Context: an optimization exercise on an open-source flow, tuned for small area and a short achievable clock period. The choices shown serve that exercise and are no tape-out recipe.
RTL that was checked went through simulation tests only; none was proved equivalent to the original.
Power is estimated from default activity; no workload was simulated.

==> flow/design.v <==
module m2_pingpong_block_buffer #(
    parameter int DATA_W  = 32,
    parameter int BLK_DIM = 8
) (
    input  logic              CLOCK_I,
    input  logic              RESETN_I,
    input  logic              WR_VALID_I,
    input  logic [DATA_W-1:0] WR_DATA_I,
    output logic              WR_READY_O,
    output logic              WR_BLOCK_DONE_O,
    input  logic              RD_TRANSPOSE_I,
    output logic              RD_VALID_O,
    output logic [DATA_W-1:0] RD_DATA_O,
    output logic              RD_LAST_O,
    input  logic              RD_READY_I,
    output logic              RD_BLOCK_DONE_O,
    output logic [1:0]        BANK_FULL_O
);
    localparam int WORDS  = BLK_DIM * BLK_DIM;
    localparam int ADDR_W = $clog2(WORDS);
    localparam int LOG_N  = $clog2(BLK_DIM);
    localparam int ROWS   = 2 * BLK_DIM;    
    logic [DATA_W-1:0] st [ROWS][BLK_DIM];
    logic [ADDR_W-1:0] wr_cnt;
    logic              wr_bank;
    logic [1:0]        full;
    logic              wr_rdy;
    logic              wr_fire;
    logic              wr_fill;
    logic [ROWS-1:0]   wsel;     
    logic [ROWS-1:0]   wsel_rot;
    logic              idle;
    logic              pre;      
    logic              ld_ok;    
    logic              rd_bank;
    logic              tr_q;
    logic [ADDR_W-1:0] lc;       
    logic [ROWS-1:0]   rsel;     
    logic [ROWS-1:0]   rsel_rot;
    logic              vld;
    logic              last;
    logic [DATA_W-1:0] dout;
    logic              pop;
    logic              load;
    logic              rd_free;
    logic              start;
    logic [DATA_W-1:0] head;
    assign wr_fire = WR_VALID_I & wr_rdy;
    assign wr_fill = wr_fire & (wr_cnt == ADDR_W'(WORDS - 1));
    assign pop     = vld & RD_READY_I;
    assign load    = pre | (ld_ok & RD_READY_I);
    assign rd_free = pop & last;
    assign start   = idle & full[rd_bank];
    assign wsel_rot = {wsel[ROWS-2:0], wsel[ROWS-1]};
    assign rsel_rot = {rsel[ROWS-2:BLK_DIM], rsel[ROWS-1], rsel[BLK_DIM-2:0], rsel[BLK_DIM-1]};
    always_comb begin
        head = '0;
        for (int i = 0; i < ROWS; i++) head = head | ({DATA_W{rsel[i]}} & st[i][0]);
    end
    for (genvar i = 0; i < ROWS; i++) begin : g_row
        logic en;
        assign en = (wsel[i] & wr_fire) | (rsel[i] & load);
        always_ff @(posedge CLOCK_I) begin
            if (en) begin
                for (int j = 0; j < BLK_DIM - 1; j++) st[i][j] <= st[i][j+1];
                st[i][BLK_DIM-1] <= WR_DATA_I;
            end
        end
    end
    always_ff @(posedge CLOCK_I) begin
        dout <= ({DATA_W{load}} & head) | ({DATA_W{~load}} & dout);
    end
    always_ff @(posedge CLOCK_I) begin
        if (!RESETN_I) begin
            wr_cnt          <= '0;
            wr_bank         <= 1'b0;
            full            <= 2'b00;
            wr_rdy          <= 1'b1;
            wsel            <= ROWS'(1);
            idle            <= 1'b1;
            pre             <= 1'b0;
            ld_ok           <= 1'b0;
            rd_bank         <= 1'b0;
            tr_q            <= 1'b0;
            lc              <= '0;
            rsel            <= '0;
            vld             <= 1'b0;
            last            <= 1'b0;
            WR_BLOCK_DONE_O <= 1'b0;
            RD_BLOCK_DONE_O <= 1'b0;
        end else begin
            logic [1:0] full_n;
            logic       wr_bank_n;
            full_n    = full;
            wr_bank_n = wr_bank;
            if (wr_fill) begin
                wr_bank_n       = ~wr_bank;
                full_n[wr_bank] = 1'b1;
            end
            if (rd_free) full_n[rd_bank] = 1'b0;
            full    <= full_n;
            wr_bank <= wr_bank_n;
            wr_rdy  <= ~full_n[wr_bank_n];
            WR_BLOCK_DONE_O <= wr_fill;
            RD_BLOCK_DONE_O <= rd_free;
            if (wr_fire) begin
                wr_cnt <= wr_cnt + 1'b1;
                if (wr_cnt[LOG_N-1:0] == LOG_N'(BLK_DIM - 1)) wsel <= wsel_rot;
            end
            pre <= start;
            if (start) begin
                idle <= 1'b0;
                tr_q <= RD_TRANSPOSE_I;
                lc   <= '0;
                rsel <= '0;
                rsel[{rd_bank, LOG_N'(0)}] <= 1'b1;
            end
            if (pre) begin
                vld   <= 1'b1;
                ld_ok <= 1'b1;
            end
            if (load) begin
                lc   <= lc + 1'b1;
                if (tr_q || lc[LOG_N-1:0] == LOG_N'(BLK_DIM - 1)) rsel <= rsel_rot;
                last <= (lc == ADDR_W'(WORDS - 1));
                if (lc == ADDR_W'(WORDS - 1)) ld_ok <= 1'b0;
            end
            if (rd_free) begin
                idle    <= 1'b1;
                vld     <= 1'b0;
                rd_bank <= ~rd_bank;
            end
        end
    end
    assign WR_READY_O  = wr_rdy;
    assign RD_VALID_O  = vld;
    assign RD_DATA_O   = dout;
    assign RD_LAST_O   = last;
    assign BANK_FULL_O = full;
endmodule
export LEC_CHECK = 0
export CAP_MARGIN = 20
export CELL_PAD_IN_SITES_DETAIL_PLACEMENT = 0
export CELL_PAD_IN_SITES_GLOBAL_PLACEMENT = 0
export CORE_MARGIN = 2
export CORE_UTILIZATION = 60
export PLACE_DENSITY = 0.75
export SETUP_SLACK_MARGIN = 3.0
export SLEW_MARGIN = 20
create_clock -name core_clock -period 5.5 [get_ports {CLOCK_I}]
standard.sh (not shown) runs the stock make flow with config.mk's settings and CLKGATE_MAP_FILE= SYNTH_SCRIPT=/design/flow/synth_recipe.tcl, a recipe that flattens the netlist after the stock synthesis.
==> flow/flow/run.sh <==
#!/bin/bash
# The standard ORFS flow (the standard.sh), with these changes to how the layout is made:
#  - port buffers are buf_4 cells instead of the delay-type buffer buffer_ports picks by default;
#  - timing repair may resize a cell to any cell of the same function, not only to one of the same
#    footprint, so those buffers and the output registers' drivers can be resized;
#  - after global placement, flow/pin_regs.tcl moves each register that drives an output port
#    next to that port's buffer (detailed placement then legalizes it);
#  - clock tree synthesis clusters up to 25 sinks within 55 um per leaf buffer and spaces the
#    H-tree's buffers 250 um apart, which gives a lower insertion delay with fewer buffers.
# make's full output goes to flow_make.log here; each ORFS step logs under orfs/logs/.
set -euo pipefail
here=$(pwd)
bash standard.sh MATCH_CELL_FOOTPRINT=0 \
  "BUFFER_PORTS_ARGS=-buffer_cell sky130_fd_sc_hd__buf_4" \
  "POST_GLOBAL_PLACE_TCL=$here/flow/pin_regs.tcl" \
  "CTS_ARGS=-sink_clustering_enable -repair_clock_nets -distance_between_buffers 250 -sink_clustering_size 25 -sink_clustering_max_diameter 55" \
  finish > flow_make.log 2>&1
Other scripts of this flow, unchanged in this note and not shown: flow/flow/pin_regs.tcl
==> next run, changes <==
--- a/flow/design.v
+++ b/flow/design.v
@@ -27,49 +27,61 @@
     logic              wr_rdy;
     logic              wr_fire;
     logic              wr_fill;
     logic [ROWS-1:0]   wsel;     
-    logic [ROWS-1:0]   wsel_rot;
     logic              idle;
-    logic              pre;      
-    logic              ld_ok;    
+    logic              more;     
     logic              rd_bank;
     logic              tr_q;
     logic [ADDR_W-1:0] lc;       
     logic [ROWS-1:0]   rsel;     
     logic [ROWS-1:0]   rsel_rot;
-    logic              vld;
-    logic              last;
+    logic [ADDR_W-1:0] pc;       
+    logic              vld;      
+    logic              nvld;     
+    logic              last;     
     logic [DATA_W-1:0] dout;
+    logic [DATA_W-1:0] nx;
     logic              pop;
-    logic              load;
+    logic              xfer;
     logic              rd_free;
     logic              start;
+    logic              dout_from_nx;
+    logic              dout_from_head;
+    logic              dout_hold;
+    logic              nx_load;
+    logic [ROWS-1:0]   wsel_rot;
     logic [DATA_W-1:0] head;
     assign wr_fire = WR_VALID_I & wr_rdy;
     assign wr_fill = wr_fire & (wr_cnt == ADDR_W'(WORDS - 1));
     assign pop     = vld & RD_READY_I;
-    assign load    = pre | (ld_ok & RD_READY_I);
+    assign xfer    = more & ~nvld;
     assign rd_free = pop & last;
     assign start   = idle & full[rd_bank];
     assign wsel_rot = {wsel[ROWS-2:0], wsel[ROWS-1]};
     assign rsel_rot = {rsel[ROWS-2:BLK_DIM], rsel[ROWS-1], rsel[BLK_DIM-2:0], rsel[BLK_DIM-1]};
+    assign dout_from_nx   = nvld & pop;
+    assign dout_from_head = xfer & (~vld | pop);
+    assign dout_hold      = ~dout_from_nx & ~dout_from_head;
+    assign nx_load        = xfer & vld & ~pop;
     always_comb begin
         head = '0;
         for (int i = 0; i < ROWS; i++) head = head | ({DATA_W{rsel[i]}} & st[i][0]);
     end
     for (genvar i = 0; i < ROWS; i++) begin : g_row
         logic en;
-        assign en = (wsel[i] & wr_fire) | (rsel[i] & load);
+        assign en = (wsel[i] & wr_fire) | (rsel[i] & xfer);
         always_ff @(posedge CLOCK_I) begin
             if (en) begin
                 for (int j = 0; j < BLK_DIM - 1; j++) st[i][j] <= st[i][j+1];
                 st[i][BLK_DIM-1] <= WR_DATA_I;
             end
         end
     end
     always_ff @(posedge CLOCK_I) begin
-        dout <= ({DATA_W{load}} & head) | ({DATA_W{~load}} & dout);
+        dout <= ({DATA_W{dout_from_nx}} & nx) | ({DATA_W{dout_from_head}} & head) |
+                ({DATA_W{dout_hold}} & dout);
+        if (nx_load) nx <= head;
     end
     always_ff @(posedge CLOCK_I) begin
         if (!RESETN_I) begin
             wr_cnt          <= '0;
@@ -77,15 +89,16 @@
             full            <= 2'b00;
             wr_rdy          <= 1'b1;
             wsel            <= ROWS'(1);
             idle            <= 1'b1;
-            pre             <= 1'b0;
-            ld_ok           <= 1'b0;
+            more            <= 1'b0;
             rd_bank         <= 1'b0;
             tr_q            <= 1'b0;
             lc              <= '0;
             rsel            <= '0;
+            pc              <= '0;
             vld             <= 1'b0;
+            nvld            <= 1'b0;
             last            <= 1'b0;
             WR_BLOCK_DONE_O <= 1'b0;
             RD_BLOCK_DONE_O <= 1'b0;
         end else begin
@@ -106,29 +119,30 @@
             if (wr_fire) begin
                 wr_cnt <= wr_cnt + 1'b1;
                 if (wr_cnt[LOG_N-1:0] == LOG_N'(BLK_DIM - 1)) wsel <= wsel_rot;
             end
-            pre <= start;
             if (start) begin
                 idle <= 1'b0;
+                more <= 1'b1;
                 tr_q <= RD_TRANSPOSE_I;
                 lc   <= '0;
+                pc   <= '0;
                 rsel <= '0;
                 rsel[{rd_bank, LOG_N'(0)}] <= 1'b1;
             end
-            if (pre) begin
-                vld   <= 1'b1;
-                ld_ok <= 1'b1;
+            if (xfer) begin
+                lc <= lc + 1'b1;
+                if (tr_q || lc[LOG_N-1:0] == LOG_N'(BLK_DIM - 1)) rsel <= rsel_rot;
+                if (lc == ADDR_W'(WORDS - 1)) more <= 1'b0;
             end
-            if (load) begin
-                lc   <= lc + 1'b1;
-                if (tr_q || lc[LOG_N-1:0] == LOG_N'(BLK_DIM - 1)) rsel <= rsel_rot;
-                last <= (lc == ADDR_W'(WORDS - 1));
-                if (lc == ADDR_W'(WORDS - 1)) ld_ok <= 1'b0;
+            vld  <= (vld & ~(pop & ~nvld & ~xfer)) | (~vld & xfer);
+            nvld <= (nvld & ~pop) | nx_load;
+            if (pop) begin
+                pc   <= pc + 1'b1;
+                last <= (pc == ADDR_W'(WORDS - 2));
             end
             if (rd_free) begin
                 idle    <= 1'b1;
-                vld     <= 1'b0;
                 rd_bank <= ~rd_bank;
             end
         end
     end
After rerunning: Power went up by 1.3%; first-iteration DRC count is higher by 17%; cell count rises by about 3%; critical path depth went up by 4; wire length rose by 9.3%; worst setup slack is better by 0.0053 ns; global-route usage rises by 1.4 points; non-clock buffer count came out higher by 58; utilization goes up by 0.12 points; sequential cell count grows by 38; via count grows by 5.7%; synthesized area goes up by about 1.3%; final area came out higher by 1.5%.
For the second run of this note, only the layout was checked, not whether the RTL still works.

---

## run D
Another version of the RTL of m2_pingpong_block_buffer (not shown whole).
Size: ~4,900 cells after synthesis, ~4,200 flip-flops, about 76 I/O pins, ~130,000 sq um of cells after synthesis.
==> module m2_pingpong_block_buffer, before the edit <==
module m2_pingpong_block_buffer #(
    parameter int DATA_W  = 32,
    parameter int BLK_DIM = 8
) (
    input  logic              CLOCK_I,
    input  logic              RESETN_I,
    input  logic              WR_VALID_I,
    input  logic [DATA_W-1:0] WR_DATA_I,
    output logic              WR_READY_O,
    output logic              WR_BLOCK_DONE_O,
    input  logic              RD_TRANSPOSE_I,
    output logic              RD_VALID_O,
    output logic [DATA_W-1:0] RD_DATA_O,
    output logic              RD_LAST_O,
    input  logic              RD_READY_I,
    output logic              RD_BLOCK_DONE_O,
    output logic [1:0]        BANK_FULL_O
);
    localparam int WORDS  = BLK_DIM * BLK_DIM;
    localparam int ADDR_W = $clog2(WORDS);
    localparam int LOG_N  = $clog2(BLK_DIM);
    localparam int ROWS   = 2 * BLK_DIM;    
    logic [DATA_W-1:0] st [ROWS][BLK_DIM];
    logic [ADDR_W-1:0] wr_cnt;
    logic              wr_bank;
    logic [1:0]        full;
    logic              wr_rdy;
    logic              wr_fire;
    logic              wr_fill;
    logic [ROWS-1:0]   wsel;     
    logic [ROWS-1:0]   wsel_rot;
    logic [ROWS-1:0]   wsel_ok;  
    logic              idle;
    logic              pre;      
    logic              ld_ok;    
    logic              rd_bank;
    logic              tr_q;
    logic [ADDR_W-1:0] lc;       
    logic [ROWS-1:0]   rsel;     
    logic [ROWS-1:0]   rsel_rot;
    logic [ROWS-1:0]   rsel_ok;  
    logic              vld;
    logic              last;
    logic [DATA_W-1:0] dout;
    logic              pop;
    logic              load;
    logic              rd_free;
    logic              start;
    logic [DATA_W-1:0] head;
    assign wr_fire = WR_VALID_I & wr_rdy;
    assign wr_fill = wr_fire & (wr_cnt == ADDR_W'(WORDS - 1));
    assign pop     = vld & RD_READY_I;
    assign load    = pre | (ld_ok & RD_READY_I);
    assign rd_free = pop & last;
    assign start   = idle & full[rd_bank];
    assign wsel_rot = {wsel[ROWS-2:0], wsel[ROWS-1]};
    assign rsel_rot = {rsel[ROWS-2:BLK_DIM], rsel[ROWS-1], rsel[BLK_DIM-2:0], rsel[BLK_DIM-1]};
    always_comb begin
        head = '0;
        for (int i = 0; i < ROWS; i++) head = head | ({DATA_W{rsel[i]}} & st[i][0]);
    end
    for (genvar i = 0; i < ROWS; i++) begin : g_row
        logic en;
        assign en = (wsel_ok[i] & WR_VALID_I) | (rsel_ok[i] & RD_READY_I) | (rsel[i] & pre);
        always_ff @(posedge CLOCK_I) begin
            if (en) begin
                for (int j = 0; j < BLK_DIM - 1; j++) st[i][j] <= st[i][j+1];
                st[i][BLK_DIM-1] <= WR_DATA_I;
            end
        end
    end
    always_ff @(posedge CLOCK_I) begin
        if (!RESETN_I) begin
            wr_cnt          <= '0;
            wr_bank         <= 1'b0;
            full            <= 2'b00;
            wr_rdy          <= 1'b1;
            wsel            <= ROWS'(1);
            wsel_ok         <= ROWS'(1);
            rsel_ok         <= '0;
            idle            <= 1'b1;
            pre             <= 1'b0;
            ld_ok           <= 1'b0;
            rd_bank         <= 1'b0;
            tr_q            <= 1'b0;
            lc              <= '0;
            rsel            <= '0;
            vld             <= 1'b0;
            last            <= 1'b0;
            WR_BLOCK_DONE_O <= 1'b0;
            RD_BLOCK_DONE_O <= 1'b0;
            dout            <= '0;
        end else begin
            logic [1:0] full_n;
            logic       wr_bank_n;
            full_n    = full;
            wr_bank_n = wr_bank;
            if (wr_fill) begin
                wr_bank_n       = ~wr_bank;
                full_n[wr_bank] = 1'b1;
            end
            if (rd_free) full_n[rd_bank] = 1'b0;
            full    <= full_n;
            wr_bank <= wr_bank_n;
            wr_rdy  <= ~full_n[wr_bank_n];
            WR_BLOCK_DONE_O <= wr_fill;
            RD_BLOCK_DONE_O <= rd_free;
            if (wr_fire) begin
                wr_cnt <= wr_cnt + 1'b1;
                if (wr_cnt[LOG_N-1:0] == LOG_N'(BLK_DIM - 1)) wsel <= wsel_rot;
            end
            pre <= start;
            if (start) begin
                idle <= 1'b0;
                tr_q <= RD_TRANSPOSE_I;
                lc   <= '0;
                rsel <= '0;
                rsel[{rd_bank, LOG_N'(0)}] <= 1'b1;
            end
            if (pre) begin
                vld   <= 1'b1;
                ld_ok <= 1'b1;
            end
            if (load) begin
                lc   <= lc + 1'b1;
                if (tr_q || lc[LOG_N-1:0] == LOG_N'(BLK_DIM - 1)) rsel <= rsel_rot;
                last <= (lc == ADDR_W'(WORDS - 1));
                if (lc == ADDR_W'(WORDS - 1)) ld_ok <= 1'b0;
            end
            if (load) dout <= head;
            begin
                logic [ROWS-1:0] wsel_n;
                logic [ROWS-1:0] rsel_n;
                logic            ld_ok_n;
                wsel_n = wsel;
                if (wr_fire && wr_cnt[LOG_N-1:0] == LOG_N'(BLK_DIM - 1)) wsel_n = wsel_rot;
                wsel_ok <= wsel_n & {ROWS{~full_n[wr_bank_n]}};
                rsel_n = rsel;
                if (start) begin
                    rsel_n = '0;
                    rsel_n[{rd_bank, LOG_N'(0)}] = 1'b1;
                end
                if (load && (tr_q || lc[LOG_N-1:0] == LOG_N'(BLK_DIM - 1))) rsel_n = rsel_rot;
                ld_ok_n = ld_ok;
                if (pre) ld_ok_n = 1'b1;
                if (load && lc == ADDR_W'(WORDS - 1)) ld_ok_n = 1'b0;
                rsel_ok <= rsel_n & {ROWS{ld_ok_n}};
            end
            if (rd_free) begin
                idle    <= 1'b1;
                vld     <= 1'b0;
                rd_bank <= ~rd_bank;
            end
        end
    end
    assign WR_READY_O  = wr_rdy;
    assign RD_VALID_O  = vld;
    assign RD_DATA_O   = dout;
    assign RD_LAST_O   = last;
    assign BANK_FULL_O = full;
endmodule
export LEC_CHECK = 0
export CAP_MARGIN = 20
export CELL_PAD_IN_SITES_DETAIL_PLACEMENT = 0
export CELL_PAD_IN_SITES_GLOBAL_PLACEMENT = 0
export CORE_MARGIN = 2
export CORE_UTILIZATION = 60
export PLACE_DENSITY = 0.75
export SETUP_SLACK_MARGIN = 3.0
export SLEW_MARGIN = 20
create_clock -name core_clock -period 5.5 [get_ports {CLOCK_I}]
==> flow/flow/run.sh <==
#!/bin/bash
# The standard ORFS flow (the standard.sh), with these changes to how the layout is made:
#  - port buffers are buf_4 cells instead of the delay-type buffer buffer_ports picks by default;
#  - timing repair may resize a cell to any cell of the same function, not only to one of the same
#    footprint, so those buffers and the output registers' drivers can be resized;
#  - after global placement, flow/pin_regs.tcl moves each output port's buffer, and the register driving it,
#    next to the port's pin (detailed placement then legalizes them);
#  - clock tree synthesis clusters up to 25 sinks within 55 um per leaf buffer and spaces the
#    H-tree's buffers 250 um apart, which gives a lower insertion delay with fewer buffers.
# make's full output goes to flow_make.log here; each ORFS step logs under orfs/logs/.
set -euo pipefail
here=$(pwd)
bash standard.sh MATCH_CELL_FOOTPRINT=0 \
  "BUFFER_PORTS_ARGS=-buffer_cell sky130_fd_sc_hd__buf_4" \
  "POST_GLOBAL_PLACE_TCL=$here/flow/pin_regs.tcl" \
  "CTS_ARGS=-sink_clustering_enable -repair_clock_nets -distance_between_buffers 250 -sink_clustering_size 25 -sink_clustering_max_diameter 55" \
  finish > flow_make.log 2>&1
Other scripts of this flow, unchanged in this note and not shown: flow/flow/pin_regs.tcl
Changes in run A relative to run D:
diff --git a/flow/design.v b/flow/design.v
--- a/flow/design.v
+++ b/flow/design.v
@@ -29,7 +29,8 @@
     logic              wr_fill;
     logic [ROWS-1:0]   wsel;     
     logic [ROWS-1:0]   wsel_rot;
-    logic [ROWS-1:0]   wsel_ok;  
+    logic [ROWS-1:0]   wen_q;
+    logic [DATA_W-1:0] wq_data;
     logic              idle;
     logic              pre;      
     logic              ld_ok;    
@@ -38,7 +39,6 @@
     logic [ADDR_W-1:0] lc;       
     logic [ROWS-1:0]   rsel;     
     logic [ROWS-1:0]   rsel_rot;
-    logic [ROWS-1:0]   rsel_ok;  
     logic              vld;
     logic              last;
     logic [DATA_W-1:0] dout;
@@ -61,13 +61,16 @@
     end
     for (genvar i = 0; i < ROWS; i++) begin : g_row
         logic en;
-        assign en = (wsel_ok[i] & WR_VALID_I) | (rsel_ok[i] & RD_READY_I) | (rsel[i] & pre);
+        assign en = wen_q[i] | (rsel[i] & load);
         always_ff @(posedge CLOCK_I) begin
             if (en) begin
                 for (int j = 0; j < BLK_DIM - 1; j++) st[i][j] <= st[i][j+1];
-                st[i][BLK_DIM-1] <= WR_DATA_I;
+                st[i][BLK_DIM-1] <= wq_data;
             end
         end
+    end
+    always_ff @(posedge CLOCK_I) begin
+        wq_data <= WR_DATA_I;
     end
     always_ff @(posedge CLOCK_I) begin
         if (!RESETN_I) begin
@@ -76,8 +79,7 @@
             full            <= 2'b00;
             wr_rdy          <= 1'b1;
             wsel            <= ROWS'(1);
-            wsel_ok         <= ROWS'(1);
-            rsel_ok         <= '0;
+            wen_q           <= '0;
             idle            <= 1'b1;
             pre             <= 1'b0;
             ld_ok           <= 1'b0;
@@ -105,6 +107,7 @@
             wr_rdy  <= ~full_n[wr_bank_n];
             WR_BLOCK_DONE_O <= wr_fill;
             RD_BLOCK_DONE_O <= rd_free;
+            wen_q <= wsel & {ROWS{wr_fire}};
             if (wr_fire) begin
                 wr_cnt <= wr_cnt + 1'b1;
                 if (wr_cnt[LOG_N-1:0] == LOG_N'(BLK_DIM - 1)) wsel <= wsel_rot;
@@ -128,24 +131,6 @@
                 if (lc == ADDR_W'(WORDS - 1)) ld_ok <= 1'b0;
             end
             if (load) dout <= head;
-            begin
-                logic [ROWS-1:0] wsel_n;
-                logic [ROWS-1:0] rsel_n;
-                logic            ld_ok_n;
-                wsel_n = wsel;
-                if (wr_fire && wr_cnt[LOG_N-1:0] == LOG_N'(BLK_DIM - 1)) wsel_n = wsel_rot;
-                wsel_ok <= wsel_n & {ROWS{~full_n[wr_bank_n]}};
-                rsel_n = rsel;
-                if (start) begin
-                    rsel_n = '0;
-                    rsel_n[{rd_bank, LOG_N'(0)}] = 1'b1;
-                end
-                if (load && (tr_q || lc[LOG_N-1:0] == LOG_N'(BLK_DIM - 1))) rsel_n = rsel_rot;
-                ld_ok_n = ld_ok;
-                if (pre) ld_ok_n = 1'b1;
-                if (load && lc == ADDR_W'(WORDS - 1)) ld_ok_n = 1'b0;
-                rsel_ok <= rsel_n & {ROWS{ld_ok_n}};
-            end
             if (rd_free) begin
                 idle    <= 1'b1;
                 vld     <= 1'b0;
==> comparison <==
Run A: setup clock skew after layout 0.030 ns above run D
Run A against run D: post-synthesis to final-layout area growth higher, share of the final layout cell area in multi-input gates held steady, clock power share now larger, total non-filler cell area in the finished layout rose by 830 sq um.
The sequential fraction of the synthesis area was comparable across run A and run D.
On final-layout fill cell count: run A sits above run D.
Looking at type of the worst min-delay path, the reg -> reg result is from run D; the in -> reg one comes from run A.
Run D → run A: number of global-route vias before repair held, overall power of the completed layout increased by about 1% relative to the old numbers, number of distinct library cell variants in the gate-level netlist after synthesis now smaller, placeable core region went up.
End point of the critical path: st[94][22] -> run A, st[85][19] -> run D
Summary of run A over run D: clock power moved up, worst setup slack climbed 0.048 ns, internal portion of total power picked up an extra 0.16 mW.
Only the layout flow was run in run A; the RTL was not checked for function there.

==> port drivers added, routing unchanged <==
The results above use ideal ports. As a check the final layouts listed here were re-extracted and re-timed, cells and wires unchanged. Step 1: set_driving_cell puts a clkbuf_16 on CLOCK_I and a buf_2 on each other input, an assumption about the parent block. Step 2, shift: input delay + t, output delay - t, t = (earliest + latest rising clock arrival at the registers) / 2. This alone moves slack from input paths to output paths. a / b / c = ideal ports / drivers / drivers and shift; a / b = the first two.
run | t, ns | slack for setup (ns) | slew at the worst register clock pin (ns) | pins driven straight from the clock port
the first run of note 1 | 0.976 | 2.881 / 2.785 / 2.018 | 0.11 / 0.11 | 1
the second run of note 1 | 1.007 | 2.886 / 2.862 / 2.312 | 0.11 / 0.11 | 1
run D | 0.978 | 2.883 / 2.883 / 2.029 | 0.12 / 0.12 | 1
run A | 0.993 | 2.931 / 2.887 / 2.164 | 0.11 / 0.11 | 1
After both steps every run listed still meets setup and hold. For the first run of note 1, which loses most, drivers alone change the setup slack by -0.096 ns; drivers and shift together by -0.863 ns.
